Background: an optimization exercise with open tools, aiming at small area, a short achievable clock period and few clock cycles. Do not read the settings as production practice.
The RTL was checked by simulation tests, not by an equivalence proof against the original design.
Power figures rest on the tool's default switching activity, not on a simulated workload. The clock port is modelled as an ideal driver; clocking choices that lean on that would not hold on a real chip.

**flow/run.sh**
```bash
#!/bin/bash
# Own layout flow: the standard ORFS flow (standard.sh) with these changes
# in how the layout is made; the clock period and I/O constraints are the standard flow's
# own (constraint.sdc is not touched):
#  - ORFS's timing repair is asked to leave extra setup slack
#    (SETUP_SLACK_MARGIN), so gates on long paths get sized up and the
#    achieved clock period is shorter;
#  - clock tree synthesis runs without dummy loads (-dont_use_dummy_load);
#  - every input and output port still gets a buffer, but the small buf_1
#    (timing repair sizes up the ones on critical paths).
set -euo pipefail
export SETUP_SLACK_MARGIN=7.6
export CTS_ARGS="-sink_clustering_enable -repair_clock_nets -dont_use_dummy_load -sink_clustering_size 30 -sink_clustering_max_diameter 100"
export BUFFER_PORTS_ARGS="-buffer_cell sky130_fd_sc_hd__buf_1"
bash standard.sh > standard_flow.log 2>&1
```
**standard.sh**
```bash
#!/bin/bash
# synth_recipe.tcl (not shown) runs the flow's synth.tcl, then flattens the netlist and writes it again
# the make line also repeats each setting of config.mk as NAME=value (left out here)
make -C /OpenROAD-flow-scripts/flow DESIGN_CONFIG=/design/flow/config.mk WORK_HOME=/design/flow/orfs CLKGATE_MAP_FILE= SYNTH_SCRIPT=/design/flow/synth_recipe.tcl "${@:-finish}"
```
**config.mk**
```make
export PLATFORM = sky130hd
export DESIGN_NAME = udp_send_top
export DESIGN_NICKNAME = udp_send_top
export VERILOG_FILES = /design/flow/design.v
export SDC_FILE = /design/flow/constraint.sdc
export NUM_CORES = 4
export LEC_CHECK = 0
export CAP_MARGIN = 20
export CORE_MARGIN = 2
export CORE_UTILIZATION = 40
export SLEW_MARGIN = 20
```
**constraint.sdc**
```tcl
create_clock -name core_clock -period 11.0 [get_ports {clk}]
set_input_delay 2.2000 -clock core_clock [delete_from_list [all_inputs] [get_ports {clk}]]
set_output_delay 2.2000 -clock core_clock [all_outputs]
set_load 0.01 [all_outputs]
```
**design.v**
```verilog
module udp_send_top #(
    parameter logic [15:0] SRC_PORT  = 16'h1234,
    parameter logic [7:0]  IP_TTL    = 8'h40,
    parameter int          BUF_WORDS = 128
) (
    input  logic        clk,
    input  logic        reset,
    input  logic [31:0] local_IP_in,
    input  logic [47:0] local_MAC_in,
    input  logic [31:0] remote_ip_addr_in,
    input  logic [47:0] remote_mac_addr_in,
    input  logic        arp_reply_in,
    output logic        arp_reply_ack_out,
    input  logic        udp_from_app_valid,
    input  logic [31:0] udp_from_app_data,
    input  logic [3:0]  udp_from_app_keep,
    input  logic        udp_from_app_last,
    output logic        udp_to_app_ready,
    input  logic [31:0] dest_ip_addr,
    input  logic [15:0] dest_port,
    input  logic [15:0] data_from_app_length,
    input  logic [7:0]  tcp_ctrl_type,
    output logic [7:0]  axis_tdata_out,
    output logic        axis_tvalid_out,
    output logic        axis_tlast_out,
    input  logic        axis_tready_in
);
    localparam int R   = 128;       
    localparam int QR  = 8;         
    localparam int QW  = 32;        
    localparam int NWT = R / QW;    
    localparam int EQ  = 4;         
    localparam logic [16:0] CS0   = 17'h4500 + 17'h4000 + 17'({IP_TTL, 8'h11});
    localparam logic [15:0] CSUM0 = CS0[15:0] + 16'(CS0[16]);
    logic        ack_q, arp_valid_q, hit_q;
    logic [31:0] arp_ip_q;
    logic [47:0] arp_mac_q;
    logic        arp_take;
    assign arp_take = arp_reply_in && !ack_q;
    always_ff @(posedge clk or posedge reset) begin
        if (reset) begin
            ack_q       <= 1'b0;
            arp_valid_q <= 1'b0;
        end else begin
            ack_q <= arp_take;
            if (arp_take) arp_valid_q <= 1'b1;
        end
    end
    always_ff @(posedge clk) begin
        if (arp_take) begin
            arp_ip_q  <= remote_ip_addr_in;
            arp_mac_q <= remote_mac_addr_in;
        end
        hit_q <= arp_valid_q && (arp_ip_q == dest_ip_addr);
    end
    logic [31:0] ring [R];
    logic [NWT-1:0] wsel_q;         
    always_ff @(posedge clk) begin
        for (int p = 0; p < R; p++) begin
            if (p % QW == 0 && wsel_q[p / QW]) ring[p] <= udp_from_app_data;
            else                              ring[p] <= ring[(p + R - 1) % R];
        end
    end
    logic        ready_q, wc127_q;
    logic [6:0]  npos_q, npos_d, npos1;
    logic [7:0]  occ_q, occ_d, occ_b, occ_b1;
    logic [6:0]  wc_q;
    logic [1:0]  nst_q, nst_d, nst_nf;   
    logic        acc, fin_part, fin, ready_d, ra, rn;
    logic [NWT-1:0] wsel_a, wsel_n;
    logic [47:0] n_dmac, n_lmac;
    logic [31:0] n_lip, n_dip;
    logic [15:0] n_dport;
    logic [6:0]  n_nm1;
    logic [9:0]  n_L;
    logic        fetch, load, skip_now;
    assign load = load_q;              
    logic [7:0]  fleft_q, rsub;
    assign acc      = udp_from_app_valid && ready_q;
    assign fin_part = udp_from_app_last || wc127_q;
    assign fin      = acc && fin_part;
    always_comb begin
        rsub    = fetch ? 8'd1 : (skip_now ? fleft_q : 8'd0);
        occ_b   = occ_q - rsub;
        occ_b1  = occ_b + 8'd1;
        npos1   = npos_q + 7'd1;
        nst_nf  = (nst_q == 2'd1) ? 2'd2 : (load ? 2'd0 : nst_q);
        ra      = (npos_q % 7'(QW) == 7'd0) && !occ_b1[7] && nst_nf == 2'd0;
        rn      = (npos1 % 7'(QW) == 7'd0) && !occ_b[7] && nst_nf == 2'd0;
        for (int k = 0; k < NWT; k++) begin
            wsel_a[k] = ra && (npos_q / 7'(QW) == 7'(k));
            wsel_n[k] = rn && (npos1 / 7'(QW) == 7'(k));
        end
        npos_d  = acc ? npos_q : npos1;
        occ_d   = acc ? occ_b1 : occ_b;
        nst_d   = fin ? 2'd1 : nst_nf;
        ready_d = acc ? (!fin_part && ra) : rn;
    end
    always_ff @(posedge clk or posedge reset) begin
        if (reset) begin
            ready_q <= 1'b0;
            npos_q  <= 7'(R - 1);
            occ_q   <= '0;
            wc_q    <= '0;
            wc127_q <= 1'b0;
            nst_q   <= '0;
            wsel_q  <= '0;
        end else begin
            ready_q <= ready_d;
            npos_q  <= npos_d;
            occ_q   <= occ_d;
            nst_q   <= nst_d;
            if (acc) begin
                wc_q    <= fin_part ? 7'd0 : wc_q + 7'd1;
                wc127_q <= !fin_part && wc_q == 7'd126;
            end
            wsel_q  <= acc ? (fin_part ? '0 : wsel_a) : wsel_n;
        end
    end
    always_ff @(posedge clk) begin
        if (nst_q == 2'd0) begin
            n_lmac  <= local_MAC_in;
            n_lip   <= local_IP_in;
            n_dip   <= dest_ip_addr;
            n_dport <= dest_port;
            n_L     <= (data_from_app_length < 16'({wc_q + 8'd1, 2'b00}))
                       ? data_from_app_length[9:0] : 10'({wc_q + 8'd1, 2'b00});
            n_nm1   <= wc_q;
        end
        if (nst_q == 2'd0)              n_dmac <= arp_mac_q;
        else if (nst_q == 2'd1 && !hit_q) n_dmac <= '1;
    end
    logic        active_q, hv_q, in_hdr_q, is_last_q, fok_q, load_q;
    logic        hv_d, in_hdr_d;
    logic [9:0]  bc_q;              
    logic [47:0] c_dmac, c_lmac;
    logic [31:0] c_lip, c_dip;
    logic [15:0] c_dport;
    logic [9:0]  c_tot, c_udp, c_lastm1, a_lastm1;
    logic [6:0]  c_nm1;
    logic [10:0] brem_q;            
    logic        bpos_q;            
    logic [6:0]  rpos_q, rpos_d;    
    logic [R/QR-1:0] rsel_q;        
    logic [7:0]  id_lo, id_hi;
    logic        idc_q;
    logic [8:0]  cs_lo, cs_hi;      
    logic [3:0]  cs_q;
    logic [31:0] q [EQ];
    logic [1:0]  qr_q, qw_q;
    logic [2:0]  qc_q, qc_d;
    logic        tvalid_q, tlast_q;
    logic [7:0]  tdata_q;
    logic        adv, have, take, pop, done, start, active_d;
    logic [1:0]  bsel;
    logic [7:0]  hb, pb;
    logic [31:0] rdata, qword;
    logic [15:0] cterm;
    always_comb begin
        adv      = !tvalid_q || axis_tready_in;
        have     = active_q && (in_hdr_q || qc_q != 3'd0);
        take     = adv && have;
        bsel     = {~bc_q[1], bc_q[0]};
        pop      = take && !in_hdr_q && (bsel == 2'd3 || is_last_q);
        done     = take && is_last_q;
        start    = hv_q && (!active_q || done);
        active_d = start || (active_q && !done);
        hv_d     = load || (hv_q && !start);
        in_hdr_d = start || (in_hdr_q && !(take && bc_q == 10'd41));
        skip_now = fleft_q != 8'd0 && !bpos_q && active_q;
        fetch    = fok_q && rpos_q % 7'(QR) == 7'd0;
        qc_d     = qc_q + 3'(fetch) - 3'(pop);
        rdata    = '0;
        for (int j = 0; j < R / QR; j++) rdata |= rsel_q[j] ? ring[j * QR] : 32'd0;
        rpos_d   = rpos_q + 7'd1 - 7'(rsub);
        qword    = q[qr_q];
        pb       = qword[8 * (3 - bsel) +: 8];
        case (bc_q[5:0])
            6'd0:  hb = c_dmac[47:40];
            6'd1:  hb = c_dmac[39:32];
            6'd2:  hb = c_dmac[31:24];
            6'd3:  hb = c_dmac[23:16];
            6'd4:  hb = c_dmac[15:8];
            6'd5:  hb = c_dmac[7:0];
            6'd6:  hb = c_lmac[47:40];
            6'd7:  hb = c_lmac[39:32];
            6'd8:  hb = c_lmac[31:24];
            6'd9:  hb = c_lmac[23:16];
            6'd10: hb = c_lmac[15:8];
            6'd11: hb = c_lmac[7:0];
            6'd12: hb = 8'h08;
            6'd13: hb = 8'h00;
            6'd14: hb = 8'h45;
            6'd15: hb = 8'h00;
            6'd16: hb = 8'(c_tot[9:8]);
            6'd17: hb = c_tot[7:0];
            6'd18: hb = id_hi;
            6'd19: hb = id_lo;
            6'd20: hb = 8'h40;
            6'd21: hb = 8'h00;
            6'd22: hb = IP_TTL;
            6'd23: hb = 8'h11;
            6'd24: hb = ~cs_hi[7:0];
            6'd25: hb = ~cs_lo[7:0];
            6'd26: hb = c_lip[31:24];
            6'd27: hb = c_lip[23:16];
            6'd28: hb = c_lip[15:8];
            6'd29: hb = c_lip[7:0];
            6'd30: hb = c_dip[31:24];
            6'd31: hb = c_dip[23:16];
            6'd32: hb = c_dip[15:8];
            6'd33: hb = c_dip[7:0];
            6'd34: hb = SRC_PORT[15:8];
            6'd35: hb = SRC_PORT[7:0];
            6'd36: hb = c_dport[15:8];
            6'd37: hb = c_dport[7:0];
            6'd38: hb = 8'(c_udp[9:8]);
            6'd39: hb = c_udp[7:0];
            default: hb = 8'h00;
        endcase
        case (cs_q)
            4'd1:    cterm = 16'(c_tot);
            4'd2:    cterm = {id_hi, id_lo};
            4'd3:    cterm = c_lip[31:16];
            4'd4:    cterm = c_lip[15:0];
            4'd5:    cterm = c_dip[31:16];
            4'd6:    cterm = c_dip[15:0];
            default: cterm = 16'd0;
        endcase
    end
    always_ff @(posedge clk or posedge reset) begin
        if (reset) begin
            active_q  <= 1'b0;
            hv_q      <= 1'b0;
            in_hdr_q  <= 1'b0;
            is_last_q <= 1'b0;
            fok_q     <= 1'b0;
            load_q    <= 1'b0;
            bc_q      <= '0;
            fleft_q   <= '0;
            brem_q    <= '0;
            bpos_q    <= 1'b0;
            rpos_q    <= 7'(R - 2);
            rsel_q    <= (R/QR)'(1) << ((R - 2) / QR);
            id_lo     <= '1;
            id_hi     <= '1;
            idc_q     <= 1'b0;
            cs_q      <= '0;
            qr_q      <= '0;
            qw_q      <= '0;
            qc_q      <= '0;
            tvalid_q  <= 1'b0;
        end else begin
            active_q <= active_d;
            if (start) begin
                bc_q      <= '0;
                is_last_q <= 1'b0;
            end else if (take) begin
                bc_q      <= bc_q + 10'd1;
                is_last_q <= bc_q == a_lastm1;
            end
            hv_q     <= hv_d;
            in_hdr_q <= in_hdr_d;
            load_q   <= nst_d == 2'd2 && !hv_d && (!active_d || !in_hdr_d);
            if (load) begin
                id_lo <= id_lo + 8'd1;
                idc_q <= id_lo == 8'hff;
            end else begin
                idc_q <= 1'b0;
            end
            if (idc_q) id_hi <= id_hi + 8'd1;
            if (start) begin
                fleft_q <= 8'({1'b0, c_nm1} + 8'd1);
                brem_q  <= 11'(c_udp);
                bpos_q  <= c_udp > 10'd8;
            end else if (fetch) begin
                fleft_q <= fleft_q - 8'd1;
                brem_q  <= brem_q - 11'd4;
                bpos_q  <= brem_q > 11'd12;
            end else if (skip_now) begin
                fleft_q <= '0;
            end
            fok_q  <= active_d && (start ? c_udp > 10'd8 : fetch ? brem_q > 11'd12 : bpos_q)
                      && (qc_q + 3'(fetch) < 3'(EQ));
            rpos_q <= rpos_d;
            for (int j = 0; j < R / QR; j++) rsel_q[j] <= rpos_d / 7'(QR) == 7'(j);
            if (fetch) qw_q <= qw_q + 2'd1;
            if (pop)   qr_q <= qr_q + 2'd1;
            qc_q <= qc_d;
            if (load) cs_q <= 4'd1;
            else if (cs_q != 4'd0 && cs_q != 4'd12) cs_q <= cs_q + 4'd1;
            if (adv) tvalid_q <= have;
        end
    end
    always_ff @(posedge clk or posedge reset) begin
        if (reset) begin
            tdata_q <= '0;
            tlast_q <= 1'b0;
        end else if (take) begin
            tdata_q <= in_hdr_q ? hb : pb;
            tlast_q <= is_last_q;
        end
    end
    always_ff @(posedge clk) begin
        if (load) begin
            c_dmac   <= n_dmac;
            c_lmac   <= n_lmac;
            c_lip    <= n_lip;
            c_dip    <= n_dip;
            c_dport  <= n_dport;
            c_nm1    <= n_nm1;
            c_tot    <= n_L + 10'd28;
            c_udp    <= n_L + 10'd8;
            c_lastm1 <= n_L + 10'd40;
            cs_lo    <= {1'b0, CSUM0[7:0]};
            cs_hi    <= {1'b0, CSUM0[15:8]};
        end else if (cs_q != 4'd0) begin
            cs_lo <= 9'(cs_lo[7:0]) + 9'(cterm[7:0]) + 9'(cs_hi[8]);
            cs_hi <= 9'(cs_hi[7:0]) + 9'(cterm[15:8]) + 9'(cs_lo[8]);
        end
        if (start) a_lastm1 <= c_lastm1;
        if (fetch) q[qw_q] <= rdata;
    end
    logic unused;
    assign unused            = ^{tcp_ctrl_type, udp_from_app_keep, BUF_WORDS};
    assign udp_to_app_ready  = ready_q;
    assign arp_reply_ack_out = ack_q;
    assign axis_tdata_out    = tdata_q;
    assign axis_tvalid_out   = tvalid_q;
    assign axis_tlast_out    = tlast_q;
endmodule
```
==> results of run 1 <==
[routing by layer]
layer	global-route usage (%)	vias to the layer above	wire length, um	part of all wire, %
li1	-	23404	-	-
met1	21.74	24517	109700	49
met2	22.36	1056	98340	44
met3	2.279	350	11050	4.9
met4	4.105	10	6246	2.8
met5	0	-	62	0.028
[synthesized netlist by cell type, types with 51 or more instances]
cell	instances
clkbuf_1	122
xnor2_1	92
inv_1	62
mux2_2	136
nand4_1	73
or3_1	56
nand2_1	126
a22oi_1	70
a221oi_1	131
ha_1	72
nor2_1	105
nand3_1	91
o21ai_0	60
dfrtp_1	99
xor2_1	51
dfxtp_1	4115
edfxtp_1	617
a22o_1	141
[power breakdown]
| group | total [mW] | internal, mW | leakage [nW] | switching, mW |
|---|---|---|---|---|
| Sequential | 19.6 | 19.1 | 40.3 | 0.524 |
| Combinational | 3.46 | 1.27 | 5.82 | 2.19 |
| Clock | 8.01 | 3.15 | 2.37 | 4.87 |
| Total | 31.1 | 23.5 | 48.5 | 7.58 |
[cell usage in the layout (no fill, tap or decap), drive strengths merged, types with 10 or more instances in the layout]
cell type and count:
dfxtp 4115, edfxtp 617, buf 378, clkbuf 192, a22o 141, mux2 136
a221oi 131, nand2 126, nor2 105, dfrtp 99, xnor2 93, nand3 91
nand4 73, ha 72, a22oi 70, inv 64, o21ai 60, or3 56
xor2 51, a21oi 46, mux4 40, dfstp 30, and3 28, nor3 23
and2 21, nor4 17, a32oi 15, mux2i 12, nand3b 11, o211ai 11
a211oi 11, a31oi 10, a21o 10, nor2b 10
[through the flow]
step / utilization, % / cell area (sq um) / std cells / setup WS [ns] / power, mW
2_1_floorplan: - / 117700 / 6674 / 6.777 / 21.83
3_3_place_gp: 42.14 / 123500 / 10767 / 5.947 / 23.03
5_1_grt: 44.05 / 129100 / 11011 / 7.256 / 32.23
4_1_cts: 43.94 / 128800 / 10987 / 7.231 / 31.15
3_5_place_dp: 42.14 / 123500 / 10767 / 5.922 / 23.12
6_report: 44.05 / 129100 / 11014 / 7.328 / 31.06
[area by class of cell]
cell class / count / area, sq um / share of cell area (%)
Inverter: 66 / 261.5 / 0.2026
Tap cell: 3919 / 4903 / 3.798
Sequential cell: 4861 / 104200 / 80.72
Multi-Input combinational cell: 1591 / 12960 / 10.04
Antenna cell: 7 / 17.52 / 0.01357
Timing Repair Buffer: 378 / 1936 / 1.499
Clock buffer: 192 / 4805 / 3.722
[worst paths after layout]
check                              from           endpoint  slack (ns)  depth (start not counted)
min reg2reg                ring[114][7]       ring[115][7]        0.28                          0
max                               ack_q  arp_reply_ack_out        7.33                          1
max reg2reg                     bc_q[1]         tdata_q[1]        7.55                          9
max in group asynchronous         reset             load_q        8.11                          4
min                        ring[114][7]       ring[115][7]        0.28                          0
min in group asynchronous         reset           tvalid_q        1.65                          3
[kinds of logic (layout without fill, tap and decap cells)]
kind of cell / after synthesis / after routing / share of synthesized area (%)
adder cells (fa/ha/maj): 78 / 78 / 0.8686
multiplexers: 188 / 188 / 2.171
XOR/XNOR: 144 / 144 / 1.079
AO/OA/AOI/OAI: 580 / 580 / 3.860
AND/OR/NAND/NOR: 601 / 601 / 2.674
other: 0 / 7 / 0
flip-flops: 4861 / 4861 / 88.62
buffers and inverters: 222 / 636 / 0.7259
[state kept, by name (all words and copies together), names as in the netlist, 32 cells and up]
signal / cells
c_dip: 32
arp_ip_q: 32
n_dip: 32
c_lip: 32
c_lmac: 48
c_dmac: 48
q: 128
n_lmac: 48
ring: 4096
arp_mac_q: 48
n_dmac: 48
n_lip: 32
[repair_timing]
item                       CTS  global route
buffers inserted            28            19
pin swaps                   12            21
setup endpoints to repair  170           157
gates resized for setup     90            43
==> out/metrics.cfg, run 1 <==
[flow_run]
max-cap-violations=0

[yosys]
sequential_cell_area_fraction_in_the_yosys_report_pct=88.62
post_synth_num_cell_types=81
flip_flop_and_latch_count_after_synthesis=4861
synth_largest_type_area_fraction_pct=70.08
synth.avg_cell_area_sq_um=17.61
synth_edf_count=617
postSynthNetCount=7026
synth-warning-count=2
synthesis.area_sq_um=117500
top_ff_cell_synth=dfxtp_1
syn-instance-count=6674
synth_top_area_cell=dfxtp_1
asyncSetResetFlopFracSynth_pct=2.654
synth_area_leaders=dfxtp_1 (70%), edfxtp_1 (16%), dfrtp_1 (2.1%), mux2_2 (1.3%), a22o_1 (1.1%)

[sta]
worst_slew_slack_as_a_fraction_of_its_limit_pct=30.76
clock.fmax_ghz=0.2723
final.period_utilization_pct=33.39
clock_tree_skew_after_final_layout_ns=0.09793
timing.final.max_slew_violations=0
fin_crit_ns=3.672
rsz0062_at_grt=true
timing_hold_violations_final=0
setup_violations=0
setup_tns_ns=0
tightestPinTransition_ns=1.039
holdWs_ns=0.2812

[clock_tree]
cts-root-to-sink-buffers=4
worst_skew_pair.late_latency_ns=0.88
clk_root_buf=clkbuf_16
cts.clk_slew.worst_paths_ns=0.10
cts.htree.levels=4
tritoncts_clock_tree=yes
cts_inserted_buffers=192
clock_sink_count=4861
cts.hold.buffers_added=0

[critical_path]
path_cells=buf_6
timing.critical_path.max_delay_family=flip-flops
critical_path_buffer_and_inverter_count=1
crit_path_max_delay_cell_type=dfrtp_2
arrival_ns=1.47
start_kind=flip-flop
crit_path_end_kind=output port
cp_slowest_stage_delay_ns=0.46
critPathMaxFanout=2
crit_type=reg2out
cp.required_ns=8.80

[layout]
post_route_cells_drive_above_1_share_pct=8.959
final.fill_count=25353
finish.net_count=7442
area_growth_pct=9.831

[power]
total_leakage_power_nw=48.46
vdd.ir_drop.worst_v=0.0001762
power.density_cell_area_nw_per_um2=240.6

[outcome]
outcome=finished clean

[route]
routed_wirelength_normalized_by_instance_count_um=20.47
detailedRoute.firstIterationViolations=4001
detailedRoute.firstPassIterationCount=8
routed_via_density=4.479
wirelength_um=225400
antenna_violating_nets_remaining=0
vias=49337
drc_violation_count_after_routing=0

[grt]
grt_pass1_vias=49185
globalRouteTotalUtil_pct=14.70
largest_net_degree_at_the_start_of_global_routing=83
grt_overflow_total=0
global_route_wire_length_before_repair_um=327100
grt_antenna_before_repair=36

[floorplan]
dieWidth_um=546.1
initial_utilization_pct=40.11
fp.dieArea_sq_um=298200
ios=286
placeable_area_sq_um=293100
die_y_um=546.1
placementRows=199

[placed_design]
dp.final_hpwl_um=138300
finalWeightedCongestion=0.9107
buffer_ports.inserted=273

[hold_path]
hold_path.class=reg2reg

Testbench counts, summed over its fixed seeds: cycles 36,367.
==> inputs of run 2 (changes only) <==
--- a/design.v
+++ b/design.v
@@ -137,5 +137,5 @@
     logic [31:0] c_lip, c_dip;
     logic [15:0] c_dport;
-    logic [9:0]  c_tot, c_udp, c_lastm1, a_lastm1;
+    logic [9:0]  c_L, c_tot, c_udp, a_lastm1;
     logic [6:0]  c_nm1;
     logic [10:0] brem_q;            
@@ -158,4 +158,6 @@
     logic [15:0] cterm;
     always_comb begin
+        c_tot    = c_L + 10'd28;
+        c_udp    = c_L + 10'd8;
         adv      = !tvalid_q || axis_tready_in;
         have     = active_q && (in_hdr_q || qc_q != 3'd0);
@@ -310,7 +312,5 @@
             c_dport  <= n_dport;
             c_nm1    <= n_nm1;
-            c_tot    <= n_L + 10'd28;
-            c_udp    <= n_L + 10'd8;
-            c_lastm1 <= n_L + 10'd40;
+            c_L      <= n_L;
             cs_lo    <= {1'b0, CSUM0[7:0]};
             cs_hi    <= {1'b0, CSUM0[15:8]};
@@ -319,5 +319,5 @@
             cs_hi <= 9'(cs_hi[7:0]) + 9'(cterm[15:8]) + 9'(cs_lo[8]);
         end
-        if (start) a_lastm1 <= c_lastm1;
+        if (start) a_lastm1 <= c_L + 10'd40;
         if (fetch) q[qw_q] <= rdata;
     end
==> run 2 against run 1 <==
Effect of this change: global-route usage grew 0.24 points; sequential power is essentially flat; synthesized cell count grew 0.22%; worst hold slack lost 0.029 ns; cell count grew 0.25%; wire length grew 1.6%.
==> out/metrics.cfg, run 2 <==
[floorplan]
initial_utilization_pct=40.28
placeable_area_sq_um=291300
fp.dieArea_sq_um=297700
ios=286
die_y_um=545.6
dieWidth_um=545.6
placementRows=198

[layout]
largest_register_ffs=4096
finish.net_count=7489
area_growth_pct=10.39
most-common-layout-cells=dfxtp_1 (4115), edfxtp_1 (604), buf_1 (261)
most_flop_heavy_register=ring
layout.cell_area.non_filler_sq_um=129500
final_cell_count_no_fill=11042
finish.utilization_pct=44.46
post_route_cells_drive_above_1_share_pct=10.26
ff_latch_area_sq_um=103800
largest_registers=ring x4096, q x128
layout.cells.most_common=dfxtp_1
multi_input_area_sq_um=13410
final.fill_count=25273

[placed_design]
buffer_ports.inserted=273
detailed_place.area_sq_um=123200
dp_slack_ns=6.245
dpl.cell_count=10760
finalWeightedCongestion=0.9067
dp.final_hpwl_um=141200

[critical_path]
crit_path_max_delay_cell_type=dfrtp_2
crit_type=reg2out
timing.critical_path.max_delay_family=flip-flops
path_cells=buf_6
arrival_ns=1.47
critical_path_buffer_and_inverter_count=1
start_kind=flip-flop
critPathMaxFanout=2
cp.required_ns=8.80
cp_slowest_stage_delay_ns=0.46
crit_path_end_kind=output port

[route]
detailedRoute.firstIterationViolations=4228
vias=49830
routed_wirelength_normalized_by_instance_count_um=20.74
detailedRoute.firstPassIterationCount=6
antenna_violating_nets_remaining=0
routed_via_density=4.513
wirelength_um=229000
drc_violation_count_after_routing=0

[clock_tree]
cts-root-to-sink-buffers=4
clock_sink_count=4848
worst_skew_pair.late_latency_ns=0.89
cts_inserted_buffers=191
cts.htree.levels=4
tritoncts_clock_tree=yes
cts.clk_slew.worst_paths_ns=0.10
clk_root_buf=clkbuf_16

[power]
vdd.ir_drop.worst_v=0.0001601
total_leakage_power_nw=48.87
p_total_mw=31.12
power.density_cell_area_nw_per_um2=240.3

[sta]
holdWs_ns=0.2527
setup_tns_ns=0
final.period_utilization_pct=33.35
tightestPinTransition_ns=1.020
timing.final.max_slew_violations=0
fin_crit_ns=3.669
rsz0062_at_grt=true
setup_violations=0
timing.final.ws_setup_ns=7.331
clock.fmax_ghz=0.2726
clock_tree_skew_after_final_layout_ns=0.08491
timing_hold_violations_final=0
worst_slew_slack_as_a_fraction_of_its_limit_pct=32.03

[grt]
global_route_wire_length_before_repair_um=331600
globalRouteTotalUtil_pct=14.95
grt_overflow_total=0
grt_antenna_before_repair=36
largest_net_degree_at_the_start_of_global_routing=77
grt_pass1_vias=49887

[yosys]
ranking_of_synthesized_cells_by_instance_count=dfxtp_1 (4115), edfxtp_1 (604), a22o_1 (137), mux2_2 (136), a221oi_1 (132)
sequential_cell_area_fraction_in_the_yosys_report_pct=88.44
synth_top_area_cell=dfxtp_1
flip_flop_and_latch_count_after_synthesis=4848
post_synth_and_or_nand_nor_area_fraction_pct=2.812
synthesis.area_sq_um=117300
synth_largest_type_area_fraction_pct=70.20
synth-compound-area-share_pct=3.811
asyncSetResetFlopFracSynth_pct=2.661
main_combinational_cell_family_by_area_after_synthesis=compound AO/OA/AOI/OAI gates
post_synth_xor_area_fraction_pct=1.080
synth-warning-count=2
yosys-mux-area-fraction_pct=2.192
post_synth_fa_ha_maj_area_fraction_pct=0.8807
postSynthNetCount=7042
synth_area_leaders=dfxtp_1 (70%), edfxtp_1 (15%), dfrtp_1 (2.1%), mux2_2 (1.3%), a22o_1 (1.0%)
synth_edf_count=604
synth_most_common_cell=dfxtp_1
syn-instance-count=6689
top_ff_cell_synth=dfxtp_1
synth.avg_cell_area_sq_um=17.54
post_synth_num_cell_types=86

[flow_run]
max-cap-violations=0

[outcome]
outcome=finished clean

[hold_path]
hold_path.class=reg2reg

## run 2: area by class of cell
| type | instances | share of cell area, % |
|---|---|---|
| diodes | 8 | 0.01545 |
| well taps | 3900 | 3.767 |
| multi-input cells | 1609 | 10.35 |
| flip-flops and latches | 4848 | 80.16 |
| repair buffers | 421 | 1.803 |
| repair inverters | 1 | 0.005796 |
| inverters | 64 | 0.2077 |
| clock buffers | 191 | 3.690 |
## run 2: worst paths after layout
| check | to | startpoint | slack (ns) | depth (start not counted) |
|---|---|---|---|---|
| setup / recovery | arp_reply_ack_out | ack_q | 7.33 | 1 |
| hold / removal | ring[39][20] | ring[38][20] | 0.25 | 0 |
| setup reg to reg | rsel_q[8] | fleft_q[0] | 7.42 | 20 |
| hold reg to reg | ring[39][20] | ring[38][20] | 0.25 | 0 |
| max in group asynchronous | wsel_q[2] | reset | 8.10 | 4 |
| min in group asynchronous | cs_q[3] | reset | 1.62 | 3 |
## run 2: repair_timing
action	4_1_cts	5_1_grt
pin swaps	26	61
hold buffers	0	0
endpoints found under the setup margin	95	115
gates resized for setup	115	111
hold endpoints to repair	0	0
buffers inserted	43	37
cloned	0	2
## run 2: routing by layer
layer / part of all wire (%) / global-route usage, % / vias to the layer above
met5: 0.029 / 0 / -
met3: 5.4 / 2.894 / 371
li1: - / - / 23534
met1: 48 / 21.65 / 24860
met4: 2.6 / 3.789 / 10
met2: 44 / 22.97 / 1055
## run 2: cell families after synthesis
| kind of cell | count (synthesis) |
|---|---|
| AOI/OAI and AO/OA | 575 |
| xor gates and xnor gates | 143 |
| adders and majority gates | 79 |
| buffers and inverters | 232 |
| DFF | 4848 |
| muxes | 190 |
| and+or+nand+nor | 622 |
## run 2: power breakdown
| part | internal [mW] | total [mW] | switching, mW | leakage, nW |
|---|---|---|---|---|
| sequential | 18.9 | 19.4 | 0.492 | 40.3 |
| clock | 3.13 | 7.98 | 4.85 | 2.35 |
| combinational | 1.44 | 3.76 | 2.32 | 6.20 |
Testbench counts of run 2, summed over its fixed seeds: cycles 36,367.
==> inputs of run 3 (changes only) <==
--- a/flow/run.sh
+++ b/flow/run.sh
@@ -11,5 +11,5 @@
 set -euo pipefail
 export SETUP_SLACK_MARGIN=7.6
-export CTS_ARGS="-sink_clustering_enable -repair_clock_nets -dont_use_dummy_load -sink_clustering_size 30 -sink_clustering_max_diameter 100"
+export CTS_ARGS="-sink_clustering_enable -repair_clock_nets -dont_use_dummy_load -sink_clustering_size 35 -sink_clustering_max_diameter 100"
 export BUFFER_PORTS_ARGS="-buffer_cell sky130_fd_sc_hd__buf_1"
 bash standard.sh > standard_flow.log 2>&1
==> run 3 against run 2 <==
Effect of this change: still clean on timing, DRC and antenna; combinational power down 5.3%; area after synthesis is the same; count of clock-buffer cells in the layout decreased by 21; synthesized cell count did not move; wire length is 0.31% lower; global-route usage about the same; via count down 0.30%; maximum frequency about the same; largest power group unchanged.
==> out/metrics.cfg, run 3 <==
[outcome]
outcome=finished clean

[clock_tree]
cts-root-to-sink-buffers=4
tritoncts_clock_tree=yes
cts.hold.buffers_added=0
clock_sink_count=4848
cts_inserted_buffers=170
worst_skew_pair.late_latency_ns=0.88
clk_root_buf=clkbuf_16
cts.clk_slew.worst_paths_ns=0.12
cts.htree.levels=4

[critical_path]
crit_path_end_kind=output port
crit_type=reg2out
timing.critical_path.max_delay_family=flip-flops
start_kind=flip-flop
endpoint=arp_reply_ack_out
crit_path_max_delay_cell_type=dfrtp_2
first_element_of_the_critical_path=ack_q
path_cells=buf_6
r2r-end=rsel_q[9]
critical_path_buffer_and_inverter_count=1
cp.required_ns=8.80
critical_path.reg2reg.startpoint=fleft_q[0]
rr_worst_depth=19
cp_slowest_stage_delay_ns=0.46
reg_to_reg_setup_timing_slack_ns=7.56
arrival_ns=1.47
critPathMaxFanout=2
critical_path_cell_count=1

[sta]
worst_slew_slack_as_a_fraction_of_its_limit_pct=30.92
rsz0062_at_grt=true
setup_violations=0
tightestPinTransition_ns=1.036
clock.fmax_ghz=0.2723
final.period_utilization_pct=33.38
timing_hold_violations_final=0
setup_tns_ns=0
fin_crit_ns=3.672
clock_tree_skew_after_final_layout_ns=0.08843
timing.final.max_slew_violations=0

[floorplan]
ios=286
die_y_um=545.6
initial_utilization_pct=40.28
placementRows=198
dieWidth_um=545.6
placeable_area_sq_um=291300
fp.dieArea_sq_um=297700

[route]
drc_violation_count_after_routing=0
vias=49682
routed_via_density=4.513
wirelength_um=228300
routed_wirelength_normalized_by_instance_count_um=20.74
antenna_violating_nets_remaining=0
detailedRoute.firstIterationViolations=4029
detailedRoute.firstPassIterationCount=6

[yosys]
postSynthNetCount=7042
post_synth_num_cell_types=86
synth_top_area_cell=dfxtp_1
ranking_of_synthesized_cells_by_instance_count=dfxtp_1 (4115), edfxtp_1 (604), a22o_1 (137), mux2_2 (136), a221oi_1 (132)
synthesis.area_sq_um=117300
synth.avg_cell_area_sq_um=17.54
flip_flop_and_latch_count_after_synthesis=4848
synth_edf_count=604
syn-instance-count=6689
sequential_cell_area_fraction_in_the_yosys_report_pct=88.44
synth_largest_type_area_fraction_pct=70.20
top_ff_cell_synth=dfxtp_1
synth_most_common_cell=dfxtp_1
asyncSetResetFlopFracSynth_pct=2.661
synth-warning-count=2
synth_area_leaders=dfxtp_1 (70%), edfxtp_1 (15%), dfrtp_1 (2.1%), mux2_2 (1.3%), a22o_1 (1.0%)

[layout]
layout.cells.most_common=dfxtp_1
final_cell_count_no_fill=11008
post_route_cells_drive_above_1_share_pct=9.618
most_flop_heavy_register=ring
finish.net_count=7456
most-common-layout-cells=dfxtp_1 (4115), edfxtp_1 (604), buf_1 (261)
largest_registers=ring x4096, q x128
area_growth_pct=9.759
largest_register_ffs=4096

[power]
total_leakage_power_nw=48.53
vdd.ir_drop.worst_v=0.0001461
power.density_cell_area_nw_per_um2=237.2

[grt]
grt_pass1_vias=49728
grt_overflow_total=0
globalRouteTotalUtil_pct=14.91
grt_antenna_before_repair=29
largest_net_degree_at_the_start_of_global_routing=77
global_route_wire_length_before_repair_um=331700

[flow_run]
max-cap-violations=0

[placed_design]
dp.final_hpwl_um=141200
dpl.cell_count=10760
buffer_ports.inserted=273
finalWeightedCongestion=0.9067

[hold_path]
hold_path.class=reg2reg

run 3: cell families (layout without fill, tap and decap cells):
| logic type | after synthesis | count (layout) | synth area share, % |
|---|---|---|---|
| XOR/XNOR | 143 | 143 | 1.080 |
| flip-flops | 4848 | 4848 | 88.44 |
| buffers and inverters | 232 | 644 | 0.7805 |
| AND/OR/NAND/NOR | 622 | 622 | 2.812 |
| other | 0 | 7 | 0 |
| adder cells (fa/ha/maj) | 79 | 79 | 0.8808 |
| multiplexers | 190 | 190 | 2.192 |
| AO/OA/AOI/OAI | 575 | 575 | 3.811 |
run 3: layout make-up:
cell class / instances / area (sq um)
repair inverters: 1 / 7.507
well taps: 3900 / 4880
repair buffers: 409 / 2222
inverters: 64 / 264.0
fillers: 25392 / 162500
diodes: 7 / 17.52
clock buffers: 170 / 4254
multi-input cells: 1609 / 13320
flip-flops and latches: 4848 / 103800
run 3: power breakdown:
group	internal, mW	switching (mW)	leakage (nW)
combinational	1.34	2.22	6.12
sequential	18.9	0.485	40.3
clock	2.81	4.79	2.09
run 3: per-stage QoR:
step	instance area, sq um	hold slack, ns	worst slack, ns	util (%)	total power [mW]
floorplan	117500	0.3096	7.051	-	21.51
global placement	123200	0.3096	6.353	42.29	22.70
detailed placement	123200	0.3121	6.245	42.29	22.77
CTS	128200	0.2532	7.212	44.01	30.44
global route	128800	0.2523	7.219	44.20	31.68
finish	128800	0.2516	7.328	44.21	30.55
run 3: worst min path at each step:
| stage | startpoint | slack [ns] | cells after the start | endpoint |
|---|---|---|---|---|
| 2_1_floorplan | ring[99][0] | 0.31 | 0 | ring[100][0] |
| 3_3_place_gp | ring[7][14] | 0.31 | 0 | ring[8][14] |
| 3_5_place_dp | ring[106][1] | 0.31 | 0 | ring[107][1] |
| 4_1_cts | ring[11][31] | 0.25 | 0 | ring[12][31] |
| 5_1_grt | ring[106][31] | 0.25 | 0 | ring[107][31] |
| 6_report | ring[14][31] | 0.25 | 0 | ring[15][31] |
run 3: repair_timing:
action	CTS	global route
pin swaps	29	49
endpoints found under the setup margin	95	102
gates cloned	1	1
gates resized for setup	114	81
setup buffers	46	22
run 3: per-layer routing:
metal	vias up	GRT usage, %	wire [um]	part of all wire (%)
met2	960	23.00	101100	44
met3	342	2.742	11080	4.9
met1	24921	21.72	110600	48
li1	23451	-	-	-
met5	-	0	53	0.023
met4	8	3.559	5531	2.4

static timing again, ports no longer ideal:
In the flow no input, the clock included, has a driving cell. The finished layouts below were timed again as built, in two steps. Step 1, drivers: a clkbuf_16 drives clk and a buf_2 each remaining input, both assumed. Step 2 adds t to the input delays and takes it off the output delays; t is the mean of the earliest and latest rising clock arrival at the registers after step 1. Input paths then give back, and output paths get back, about the clock's delay inside the block. a / b / c = ideal ports / drivers / drivers and shift; a / b = the first two.
| run | t (ns) | slack for setup (ns) | hold slack, ns | worst slew at a driven data input, ns |
|---|---|---|---|---|
| run 1 | 0.934 | 7.328 / 7.238 / 6.832 | 0.281 / 0.281 / 0.281 | 0.15 |
| run 2 | 0.935 | 7.331 / 7.243 / 6.575 | 0.253 / 0.253 / 0.253 | 0.18 |
| run 3 | 0.923 | 7.328 / 7.237 / 6.607 | 0.252 / 0.252 / 0.252 | 0.18 |
After both steps setup and hold are still met in every run listed. For run 2, which loses most, drivers alone change the setup slack by -0.088 ns; drivers and shift together by -0.756 ns.
